Context: an optimization exercise on an open-source flow, tuned for small area, a short achievable clock period and few clock cycles. The choices shown serve that exercise and are no tape-out recipe.
Function was checked by simulation only, so behaviour that the tests miss may differ from the original.
No activity file was given, so power comes from the tool's default toggle rates.

harbor:
Design indexed_stack_buffer, start of the top module:
module indexed_stack_buffer (
   input  logic        clock,
   input  logic        reset,
   input  logic        req_tvalid,
   output logic        req_tready,
   input  logic [39:0] req_tdata,
   output logic        rsp_tvalid,
   input  logic        rsp_tready,
   output logic [39:0] rsp_tdata
);
   localparam int N = isb_pkg::DEPTH;
   logic [4:0]  cnt;
   logic [3:0]  base;
   logic        dir;
   logic [3:0]  ptr  [N];
   logic [31:0] data [N];
   logic [3:0]  top_ptr, free_ptr;
   logic [3:0]  r_top;               
   logic        r_valid;
   logic [1:0]  r_mode;
   logic [31:0] r_value;
   logic        r_vzero;
   logic        r_in_range, r_below_top, r_at_top, r_idx_zero;
   logic [3:0]  r_slot, r_hi, r_ldslot;
   logic        q_valid;
   logic [3:0]  q_slot;
   logic        q_read;
   logic [2:0]  q_status;
   logic [4:0]  q_count;
   logic        h_valid, s_valid;
   logic [39:0] h_data, s_data;
   logic        ready;
   logic accept, adv, q_free, move, take;
   logic inc, dec;
   logic [3:0] base_n, r_top_n;
   logic [3:0] r_up, r_dn, r_end;
   logic [3:0] slot_n, hi_n, ld_n;
   logic [3:0] top_ptr_n, free_ptr_n;
   logic [N-1:0] wen;
   logic [4:0] cnt_n;
   logic       dir_n;
   assign req_tready = ready;
   assign accept     = req_tvalid && ready;
   assign take       = h_valid && rsp_tready;
   always_ff @(posedge clock) begin
      if (accept) begin
         r_mode   <= req_tdata[1:0];
         r_value  <= req_tdata[33:2];
         r_vzero     <= (req_tdata[33:2] == 32'd0);
         r_in_range  <= inc ? ({1'b0, req_tdata[37:34]} <= cnt) :
                        dec ? ({1'b0, req_tdata[37:34]} + 5'd1 < cnt) :
                              ({1'b0, req_tdata[37:34]} < cnt);
  ...
Settings: LEC_CHECK=0, CAP_MARGIN=20, CORE_MARGIN=2, CORE_UTILIZATION=65, CTS_CLUSTER_DIAMETER=60, CTS_CLUSTER_SIZE=20, SETUP_SLACK_MARGIN=2.2, SLEW_MARGIN=20; clock period 5.0 ns.
standard.sh (not shown) runs the stock make flow with config.mk's settings and CLKGATE_MAP_FILE= SYNTH_SCRIPT=/design/flow/synth_recipe.tcl, a recipe that flattens the netlist after the stock synthesis.
==> flow/flow/run.sh <==
#!/bin/bash
# The standard layout, except that the port buffers are buf_4 cells
# instead of the slow delay buffers buffer_ports picks by default. Every
# port still gets its buffer. ORFS's per-step logs stay under orfs/logs;
# make's own output goes to flow_make.log.
set -euo pipefail
export BUFFER_PORTS_ARGS="-buffer_cell sky130_fd_sc_hd__buf_4"
bash standard.sh finish > flow_make.log 2>&1
Testbench counts of harbor, summed over its fixed seeds: cycles 16,032.
Inputs modified between harbor and sierra:
Settings: changing SETUP_SLACK_MARGIN from 2.2 to 2.5; changing CORE_UTILIZATION from 65 to 55.
==> comparison <==
Looking at uppermost signal routing layer after detailed routing, the met4 result is from harbor; the met5 one comes from sierra. [compare] base=harbor new=sierra: routed wire length climbed about 6.4%; first-pass GRT wire length climbed about 5%; sequential portion of the cell area dropped 3.0 points; non-clock buffer count climbed 45%.
> inputs changed (sierra -> quartz)
Settings: swapping 2.5 for 2.4 in SETUP_SLACK_MARGIN; swapping 55 for 50 in CORE_UTILIZATION.
quartz: done, clean on timing, DRC and antenna
quartz and sierra ended up with roughly the same global-route wire length before repair.
Final antenna diode count: quartz and sierra compared, higher one is quartz
Between quartz and sierra, the combinational power is higher for sierra.
sierra has higher non-clock buffer count than quartz.
[compare] base=sierra new=quartz: endpoint arrival time on the critical path grew by 40 ps; measured slew at the worst slew-check pin shrank by 65 ps.
Relative to sierra, finished layout cell area has decreased by 0.99% in quartz.
Summary — area growth from synthesis to final layout, quartz relative to sierra: lower, by 1.2 points.
Summary of quartz over sierra: total setup buffers inserted after CTS down about 16%; fraction of area in registers up 0.50 points.
[inputs] indigo vs quartz
Settings: SETUP_SLACK_MARGIN: 2.4 -> 2.2; CORE_UTILIZATION: 50 -> 55.
indigo vs. quartz: first-pass GRT wire length went down by 1.8 mm. indigo reports a lower horizontal die dimension than quartz does. Worst hold slack: indigo better than quartz.

---

Starting RTL as in the previous note.
clock: 5.0 ns
lec_check: 0
cap_margin: 20
core_margin: 2
core_utilization: 55
cts_cluster_diameter: 60
cts_cluster_size: 20
setup_slack_margin: 2.35
slew_margin: 20
Scripts as last shown in full above: flow/flow/run.sh
The starting point completed without violations.
Testbench counts at the start, summed over its fixed seeds: cycles 16,032.
Rerun with:
- SETUP_SLACK_MARGIN: 2.35 -> 2.0
Effect: Global-route usage decreases by 0.67 points. Maximum frequency decreases by a little under a tenth. Routed wire length decreases by a few percent. Worst setup slack is worse by 0.23 ns.

---

## P
indexed_stack_buffer, a different RTL version from the one above (not shown whole).
Size in the first run: about 760 flip-flops, about 86 I/O pins, about 36000 µm² of cells after synthesis.
Settings: LEC_CHECK=0, CAP_MARGIN=20, CORE_MARGIN=2, CORE_UTILIZATION=55, CTS_CLUSTER_DIAMETER=60, CTS_CLUSTER_SIZE=20, SETUP_SLACK_MARGIN=2.6, SLEW_MARGIN=20; clock period 5.0 ns.
Scripts as last shown in full above: flow/flow/run.sh
Testbench counts of P, summed over its fixed seeds: cycles 16,032.
Here is what was changed in the inputs of Q compared with P.
-- flow/config.mk --
<<< P, line 12
export CTS_CLUSTER_SIZE = 20
export SETUP_SLACK_MARGIN = 2.6
export SLEW_MARGIN = 20
>>> Q, line 12
export CTS_CLUSTER_SIZE = 20
export SETUP_SLACK_MARGIN = 2.2
export SLEW_MARGIN = 20
Notes after the runs:
- Changes observed in Q relative to P: half-perimeter wire length of the detailed placement result went down by 390 µm, final routed wirelength across all metal layers went down by 19000 µm, overall power went down by about 8%.
- Q reports its end point of the critical path as h_data[14] while P reports h_data[32].

==> re-timing with driven ports <==
How much do the figures lean on ideal ports? The routed layouts below were timed once more, with nothing changed but the port constraints.
Step 1 sets driving cells, clkbuf_16 on the clock port and buf_2 on the other inputs (assumed; they add their load-dependent delay and slew).
Step 2 moves the port delays by t, midway between the first and last clock arrival at a register: inputs arrive t later, outputs are due t later. That takes back most of the time a late clock gives input paths.
a / b / c = ideal / step 1 / step 2; a / b = the first two.
run	t (ns)	setup WS [ns]	worst hold slack (ns)	worst setup path at the end	clock arrival spread, ns
harbor	0.686	2.115 / 2.115 / 1.857	0.452 / 0.452 / 0.452	input to register	0.031 / 0.032
sierra	0.708	2.265 / 2.265 / 1.801	0.456 / 0.456 / 0.456	input to register	0.045 / 0.044
quartz	0.717	2.212 / 2.212 / 1.737	0.454 / 0.454 / 0.454	input to register	0.036 / 0.036
indigo	0.677	2.211 / 2.211 / 1.691	0.458 / 0.458 / 0.458	input to register	0.031 / 0.031
the first run of note 2	0.691	2.304 / 2.304 / 1.774	0.452 / 0.452 / 0.452	input to register	0.027 / 0.028
the second run of note 2	0.684	2.073 / 2.073 / 1.761	0.451 / 0.451 / 0.451	input to register	0.036 / 0.036
P	0.734	2.048 / 2.048 / 1.658	0.460 / 0.453 / 0.460	input to register	0.067 / 0.067
Q	0.708	2.145 / 2.145 / 1.612	0.465 / 0.465 / 0.465	input to register	0.052 / 0.052
After both steps every run listed still meets setup and hold. The setup slack of Q, which loses most, moves by 0.000 ns with the drivers and by -0.533 ns with both steps.
